Source: an optimization exercise on an open RTL-to-GDS flow (aim: a short achievable clock period and few clock cycles per item). Production flows keep margins and buffers that such runs may drop.
Only simulation tests tie the RTL to the original design; equivalence was not proved.
No activity file was given, so power comes from the tool's default toggle rates.

==> v24: inputs <==
==> flow/design.v <==
package cpu_pkg;
	localparam int DATA_W    = 16;
	localparam int ADDR_W    = 8;
	localparam int REG_IDX_W = 3;
	localparam int FLAGS_W   = 3;
	localparam int IMM_W = DATA_W - 2 - 1 - 2 - REG_IDX_W;
	localparam int FLAG_Z = 2;
	localparam int FLAG_N = 1;
	localparam int FLAG_C = 0;
	typedef enum logic [1:0] {
		R_TYPE = 2'b00,
		I_TYPE = 2'b01,
		P_TYPE = 2'b10,
		J_TYPE = 2'b11
	} itype_t;
	typedef enum logic [1:0] {
		ADD = 2'b00,
		SUB = 2'b01,
		AND = 2'b10,
		XOR = 2'b11
	} alu_op_t;
	typedef struct packed {
		itype_t               itype;
		logic                 wb;
		alu_op_t              op;
		logic [REG_IDX_W-1:0] rd;
		logic [REG_IDX_W-1:0] rs;
		logic [IMM_W-REG_IDX_W-1:0] unused;
	} instr_reg_t;
	typedef struct packed {
		itype_t               itype;
		logic                 wb;
		alu_op_t              op;
		logic [REG_IDX_W-1:0] rd;
		logic [IMM_W-1:0]     imm;
	} instr_imm_t;
	typedef union packed {
		instr_reg_t r;
		instr_imm_t i;
	} instr_u;
endpackage
`timescale 1ns/1ps
import cpu_pkg::*;
module cpu_fsm (
	input  logic            reset,
	input  cpu_pkg::itype_t i_type,
	input  logic            i_wb,
	output logic            o_imm_sel,
	output logic            o_reg_wen,
	output logic            o_flags_en,
	output logic            o_mem_we,
	output logic            o_mem_to_reg,
	output logic            o_link_sel,
	output logic            o_pc_jump,
	output logic            o_retire
);
	always_comb
	begin
		o_imm_sel    = (i_type == I_TYPE);
		o_reg_wen    = 1'b0;
		o_flags_en   = 1'b0;
		o_mem_we     = 1'b0;
		o_mem_to_reg = 1'b0;
		o_link_sel   = 1'b0;
		o_pc_jump    = 1'b0;
		o_retire     = 1'b1;
		case (i_type)
			R_TYPE, I_TYPE:
			begin
				o_reg_wen  = i_wb;
				o_flags_en = 1'b1;
			end
			P_TYPE:
			begin
				o_mem_we     = i_wb;
				o_mem_to_reg = ~i_wb;
				o_reg_wen    = ~i_wb;
			end
			default:
			begin
				o_pc_jump  = 1'b1;
				o_link_sel = i_wb;
				o_reg_wen  = i_wb;
			end
		endcase
		if (reset)
		begin
			o_reg_wen  = 1'b0;
			o_flags_en = 1'b0;
			o_mem_we   = 1'b0;
			o_retire   = 1'b0;
		end
	end
endmodule
`timescale 1ns/1ps
import cpu_pkg::*;
module reg_file #(
	parameter int NUM_REGS = 8
) (
	input  logic                          clk,
	input  logic                          reset,
	input  logic                          i_wen,
	input  logic [cpu_pkg::REG_IDX_W-1:0] i_wr_idx,
	input  logic [cpu_pkg::DATA_W-1:0]    i_wr_data,
	input  logic [cpu_pkg::REG_IDX_W-1:0] i_rd_idx_a,
	input  logic [cpu_pkg::REG_IDX_W-1:0] i_rd_idx_b,
	input  logic [cpu_pkg::REG_IDX_W-1:0] i_dbg_idx,
	output logic [cpu_pkg::DATA_W-1:0]    o_rd_data_a,
	output logic [cpu_pkg::DATA_W-1:0]    o_rd_data_b,
	output logic [cpu_pkg::DATA_W-1:0]    o_dbg_data
);
	logic [DATA_W-1:0] regs [NUM_REGS];
	always_ff @(posedge clk)
	begin
		if (reset)
		begin
			for (int i = 0; i < NUM_REGS; i++)
				regs[i] <= '0;
		end
		else if (i_wen && (i_wr_idx < NUM_REGS))
			regs[i_wr_idx] <= i_wr_data;
	end
	assign o_rd_data_a = (i_rd_idx_a < NUM_REGS) ? regs[i_rd_idx_a] : '0;
	assign o_rd_data_b = (i_rd_idx_b < NUM_REGS) ? regs[i_rd_idx_b] : '0;
	assign o_dbg_data = (i_dbg_idx < NUM_REGS) ? regs[i_dbg_idx] : '0;
endmodule
`timescale 1ns/1ps
import cpu_pkg::*;
module alu (
	input  logic                        clk,
	input  logic                        reset,
	input  cpu_pkg::alu_op_t            i_op,
	input  logic [cpu_pkg::DATA_W-1:0]  i_a,
	input  logic [cpu_pkg::DATA_W-1:0]  i_b,
	input  logic                        i_flags_en,
	output logic [cpu_pkg::DATA_W-1:0]  o_result,
	output logic [cpu_pkg::FLAGS_W-1:0] o_flags
);
	localparam int LEVELS = $clog2(DATA_W);
	logic              sub;
	logic [DATA_W-1:0] b_inv;
	logic [DATA_W-1:0] p0;
	logic [DATA_W-1:0] g0;
	logic [DATA_W-1:0] gp [LEVELS+1];
	logic [DATA_W-1:0] pp [LEVELS+1];
	logic [DATA_W:0]   carry;
	logic [DATA_W-1:0] sum;
	logic              zero_arith;
	logic [FLAGS_W-1:0] flags_d;
	assign sub   = (i_op == SUB);
	assign b_inv = i_b ^ {DATA_W{sub}};
	assign p0    = i_a ^ b_inv;
	assign g0    = i_a & b_inv;
	assign gp[0] = g0;
	assign pp[0] = p0;
	for (genvar k = 0; k < LEVELS; k++)
	begin : g_level
		for (genvar i = 0; i < DATA_W; i++)
		begin : g_bit
			if (i >= (1 << k))
			begin : g_merge
				assign gp[k+1][i] = gp[k][i] | (pp[k][i] & gp[k][i - (1 << k)]);
				assign pp[k+1][i] = pp[k][i] & pp[k][i - (1 << k)];
			end
			else
			begin : g_pass
				assign gp[k+1][i] = gp[k][i];
				assign pp[k+1][i] = pp[k][i];
			end
		end
	end
	assign carry[0] = sub;
	for (genvar i = 0; i < DATA_W; i++)
	begin : g_carry
		assign carry[i+1] = gp[LEVELS][i] | (pp[LEVELS][i] & sub);
	end
	assign sum = p0 ^ carry[DATA_W-1:0];
	assign zero_arith = (p0 == {i_a[DATA_W-2:0] | b_inv[DATA_W-2:0], sub});
	always_comb
	begin
		flags_d = '0;
		case (i_op)
			ADD, SUB:
			begin
				o_result        = sum;
				flags_d[FLAG_Z] = zero_arith;
				flags_d[FLAG_C] = carry[DATA_W] ^ sub;
			end
			AND:
			begin
				o_result        = i_a & i_b;
				flags_d[FLAG_Z] = ((i_a & i_b) == '0);
			end
			default:
			begin
				o_result        = i_a ^ i_b;
				flags_d[FLAG_Z] = (i_a == i_b);
			end
		endcase
		flags_d[FLAG_N] = o_result[DATA_W-1];
	end
	always_ff @(posedge clk)
	begin
		if (reset)
			o_flags <= '0;
		else if (i_flags_en)
			o_flags <= flags_d;
	end
endmodule
`timescale 1ns/1ps
module pc_unit (
	input  logic                       clk,
	input  logic                       reset,
	input  logic                       i_jump,
	input  logic [cpu_pkg::ADDR_W-1:0] i_target,
	output logic [cpu_pkg::ADDR_W-1:0] o_pc,
	output logic [cpu_pkg::ADDR_W-1:0] o_pc_plus1
);
	always_ff @(posedge clk)
	begin
		if (reset)
		begin
			o_pc       <= '0;
			o_pc_plus1 <= 8'd1;
		end
		else if (i_jump)
		begin
			o_pc       <= i_target;
			o_pc_plus1 <= i_target + 1'b1;
		end
		else
		begin
			o_pc       <= o_pc_plus1;
			o_pc_plus1 <= o_pc_plus1 + 1'b1;
		end
	end
endmodule
`timescale 1ns/1ps
import cpu_pkg::*;
module unified_mem #(
	parameter int MEM_DEPTH = 128
) (
	input  logic                       clk,
	input  logic [cpu_pkg::ADDR_W-1:0] i_f_addr,
	input  logic [cpu_pkg::ADDR_W-1:0] i_d_addr,
	input  logic                       i_we,
	input  logic [cpu_pkg::DATA_W-1:0] i_wr_data,
	input  logic                       i_load_en,
	input  logic [cpu_pkg::ADDR_W-1:0] i_load_addr,
	input  logic [cpu_pkg::DATA_W-1:0] i_load_data,
	output logic [cpu_pkg::DATA_W-1:0] o_f_data,
	output logic [cpu_pkg::DATA_W-1:0] o_d_data,
	output logic [cpu_pkg::DATA_W-1:0] o_word0
);
	localparam int IDX_W = $clog2(MEM_DEPTH);
	logic [DATA_W-1:0] mem [MEM_DEPTH];
	assign o_f_data = mem[i_f_addr[IDX_W-1:0]];
	assign o_d_data = mem[i_d_addr[IDX_W-1:0]];
	assign o_word0  = mem[0];
	always_ff @(posedge clk)
	begin
		if (i_load_en)
			mem[i_load_addr[IDX_W-1:0]] <= i_load_data;
		else if (i_we)
			mem[i_d_addr[IDX_W-1:0]] <= i_wr_data;
	end
endmodule
`timescale 1ns/1ps
import cpu_pkg::*;
module cpu_top #(
	parameter int MEM_DEPTH = 128,
	parameter int NUM_REGS  = 8
) (
	input  logic                          clk,
	input  logic                          reset,
	input  logic                          i_load_en,
	input  logic [cpu_pkg::ADDR_W-1:0]    i_load_addr,
	input  logic [cpu_pkg::DATA_W-1:0]    i_load_data,
	input  logic [cpu_pkg::REG_IDX_W-1:0] i_dbg_idx,
	output logic [cpu_pkg::DATA_W-1:0]    o_dbg_data,
	output logic [cpu_pkg::ADDR_W-1:0]    o_pc,
	output logic [cpu_pkg::FLAGS_W-1:0]   o_flags,
	output logic                          o_retire
);
	localparam int IDX_W = $clog2(MEM_DEPTH);
	cpu_pkg::instr_reg_t ir;
	logic [IMM_W-1:0] ir_imm;
	logic [DATA_W-1:0] f_data;
	logic [DATA_W-1:0] d_data;
	logic [DATA_W-1:0] word0;
	logic [DATA_W-1:0] rd_data;
	logic [DATA_W-1:0] rs_data;
	logic [DATA_W-1:0] alu_b;
	logic [DATA_W-1:0] alu_result;
	logic [DATA_W-1:0] wb_data;
	logic [ADDR_W-1:0] pc;
	logic [ADDR_W-1:0] pc_plus1;
	logic imm_sel;
	logic reg_wen;
	logic flags_en;
	logic mem_we;
	logic mem_to_reg;
	logic link_sel;
	logic pc_jump;
	logic fwd_store;
	assign fwd_store = mem_we && (rs_data[IDX_W-1:0] == pc_plus1[IDX_W-1:0]);
	always_ff @(posedge clk)
	begin
		if (reset)
		begin
			if (i_load_en && (i_load_addr[IDX_W-1:0] == '0))
				ir <= i_load_data;
			else
				ir <= word0;
		end
		else if (pc_jump)
			ir <= d_data;
		else if (fwd_store)
			ir <= rd_data;
		else
			ir <= f_data;
	end
	assign ir_imm = ir[IMM_W-1:0];
	assign alu_b = imm_sel ? {{(DATA_W-IMM_W){1'b0}}, ir_imm} : rs_data;
	always_comb
	begin
		if (link_sel)
			wb_data = {{(DATA_W-ADDR_W){1'b0}}, pc_plus1};
		else if (mem_to_reg)
			wb_data = d_data;
		else
			wb_data = alu_result;
	end
	assign o_pc = pc;
	cpu_fsm u_cpu_fsm (
		.reset        (reset),
		.i_type       (ir.itype),
		.i_wb         (ir.wb),
		.o_imm_sel    (imm_sel),
		.o_reg_wen    (reg_wen),
		.o_flags_en   (flags_en),
		.o_mem_we     (mem_we),
		.o_mem_to_reg (mem_to_reg),
		.o_link_sel   (link_sel),
		.o_pc_jump    (pc_jump),
		.o_retire     (o_retire)
	);
	reg_file #(
		.NUM_REGS (NUM_REGS)
	) u_reg_file (
		.clk         (clk),
		.reset       (reset),
		.i_wen       (reg_wen),
		.i_wr_idx    (ir.rd),
		.i_wr_data   (wb_data),
		.i_rd_idx_a  (ir.rd),
		.i_rd_idx_b  (ir.rs),
		.i_dbg_idx   (i_dbg_idx),
		.o_rd_data_a (rd_data),
		.o_rd_data_b (rs_data),
		.o_dbg_data  (o_dbg_data)
	);
	alu u_alu (
		.clk        (clk),
		.reset      (reset),
		.i_op       (ir.op),
		.i_a        (rd_data),
		.i_b        (alu_b),
		.i_flags_en (flags_en),
		.o_result   (alu_result),
		.o_flags    (o_flags)
	);
	pc_unit u_pc_unit (
		.clk        (clk),
		.reset      (reset),
		.i_jump     (pc_jump),
		.i_target   (rs_data[ADDR_W-1:0]),
		.o_pc       (pc),
		.o_pc_plus1 (pc_plus1)
	);
	unified_mem #(
		.MEM_DEPTH (MEM_DEPTH)
	) u_unified_mem (
		.clk         (clk),
		.i_f_addr    (pc_plus1),
		.i_d_addr    (rs_data[ADDR_W-1:0]),
		.i_we        (mem_we),
		.i_wr_data   (rd_data),
		.i_load_en   (i_load_en),
		.i_load_addr (i_load_addr),
		.i_load_data (i_load_data),
		.o_f_data    (f_data),
		.o_d_data    (d_data),
		.o_word0     (word0)
	);
endmodule
==> flow/flow/run.sh <==
#!/bin/bash
set -euo pipefail
bash standard.sh SETUP_SLACK_MARGIN=6 finish > orfs_make.log 2>&1
==> flow/standard.sh <==
#!/bin/bash
# synth_recipe.tcl (not shown) runs the flow's synth.tcl, then flattens the netlist and writes it again
# the make line also repeats each setting of config.mk as NAME=value (left out here)
make -C /OpenROAD-flow-scripts/flow DESIGN_CONFIG=/design/flow/config.mk WORK_HOME=/design/flow/orfs CLKGATE_MAP_FILE= SYNTH_SCRIPT=/design/flow/synth_recipe.tcl "${@:-finish}"
==> flow/config.mk <==
export PLATFORM = sky130hd
export DESIGN_NAME = cpu_top
export DESIGN_NICKNAME = cpu_top
export VERILOG_FILES = /design/flow/design.v
export SDC_FILE = /design/flow/constraint.sdc
export NUM_CORES = 4
export LEC_CHECK = 0
export ABC_CLOCK_PERIOD_IN_PS = 4000
export CAP_MARGIN = 20
export CORE_MARGIN = 2
export CORE_UTILIZATION = 45
export PLACE_DENSITY = 0.6
export SETUP_SLACK_MARGIN = 5
export SLEW_MARGIN = 20
export SYNTH_MEMORY_MAX_BITS = 8192
==> flow/constraint.sdc <==
create_clock -name core_clock -period 11.0 [get_ports {clk}]
set_input_delay 2.2000 -clock core_clock [delete_from_list [all_inputs] [get_ports {clk}]]
set_output_delay 2.2000 -clock core_clock [all_outputs]
set_load 0.01 [all_outputs]
==> v5 (differences from v24) <==
==> flow/design.v, changed modules only <==
module alu (
	input  logic                        clk,
	input  logic                        reset,
	input  cpu_pkg::alu_op_t            i_op,
	input  logic [cpu_pkg::DATA_W-1:0]  i_a,
	input  logic [cpu_pkg::DATA_W-1:0]  i_b,
	input  logic                        i_flags_en,
	output logic [cpu_pkg::DATA_W-1:0]  o_result,
	output logic [cpu_pkg::FLAGS_W-1:0] o_flags
);
	logic [DATA_W:0]    wide;
	logic [FLAGS_W-1:0] flags_d;
	always_comb
	begin
		case (i_op)
			ADD:     wide = {1'b0, i_a} + {1'b0, i_b};
			SUB:     wide = {1'b0, i_a} - {1'b0, i_b};
			AND:     wide = {1'b0, i_a & i_b};
			XOR:     wide = {1'b0, i_a ^ i_b};
			default: wide = '0;
		endcase
	end
	assign o_result = wide[DATA_W-1:0];
	always_comb
	begin
		flags_d         = '0;
		flags_d[FLAG_Z] = (o_result == '0);
		flags_d[FLAG_N] = o_result[DATA_W-1];
		flags_d[FLAG_C] = wide[DATA_W];
	end
	always_ff @(posedge clk)
	begin
		if (reset)
			o_flags <= '0;
		else if (i_flags_en)
			o_flags <= flags_d;
	end
endmodule
==> flow/run.sh (new file) <==
#!/bin/bash
# synth_recipe.tcl (not shown) runs the flow's synth.tcl, then flattens the netlist and writes it again
# the make line also repeats each setting of config.mk as NAME=value (left out here)
make -C /OpenROAD-flow-scripts/flow DESIGN_CONFIG=/design/flow/config.mk WORK_HOME=/design/flow/orfs CLKGATE_MAP_FILE= SYNTH_SCRIPT=/design/flow/synth_recipe.tcl finish
ABC_CLOCK_PERIOD_IN_PS = default   (was 4000)
CORE_UTILIZATION = 35   (was 45)
PLACE_DENSITY = 0.5   (was 0.6)
SETUP_SLACK_MARGIN = default   (was 5)
removed: flow/flow/run.sh
removed: flow/standard.sh
==> results.txt <==
Comb. pwr -> 0.0191 W
CP startpoint -> ir[6]
Slew Limit Headroom -> 22.3%
Hold_ws -> 0.471 ns
Reg area -> 66100 µm²
Number of warnings issued by yosys -> 6
Sw Pwr -> 0.0159 W
Syn_area_per_cell -> 17.2 µm²
First-pass GRT wire length -> 530000 µm
Synth top area share -> 61.5%
CP Buf/Inv Count -> 3
CP Capture Point -> u_reg_file.regs[4][12]
CTS clock-pin slew for the worst setup and hold paths -> 0.07 ns
Fmax -> 141 MHz
Iter 0 DRT Violations -> 9197
Status -> timing/DRC/antenna clean
The numbers above come from v5.

==> results.txt <==
Iter 0 DRT Violations -> 11.2k
CP Buf/Inv Count -> 4
CP startpoint -> i_dbg_idx[0]
Syn_area_per_cell -> 17.3 µm²
Fmax -> 175 MHz
First-pass GRT wire length -> 534000 µm
Slew Limit Headroom -> 21.1%
CTS clock-pin slew for the worst setup and hold paths -> 0.06 ns
Status -> timing/DRC/antenna clean
Comb. pwr -> 0.0211 W
The numbers above come from v24.

Testbench counts of v24, summed over its fixed seeds: cycles 12,800, instructions 12,800.
Testbench counts of v5, summed over its fixed seeds: cycles 12,800, instructions 12,800.

-- what the ideal ports hide --
Ports are ideal in the flow. The routed layouts listed here were re-timed in OpenROAD. Step 1, drivers: a clkbuf_16 drives clk and a buf_2 each remaining input, both assumed. Step 2 also shifts input and output timing later by t, the mid clock arrival at the registers, as if the neighbouring blocks saw the same clock. Three values: ideal, step 1, step 2; two values: the first two.
run	shift t [ns]	setup slack, ns	clock arrival spread, ns
v24	0.972	5.276 / 5.205 / 5.115	0.065 / 0.065
v5	0.996	3.903 / 3.903 / 3.903	0.078 / 0.078
After both steps setup and hold are still met in every run listed. For v24, which loses most, drivers alone change the setup slack by -0.071 ns; drivers and shift together by -0.161 ns.
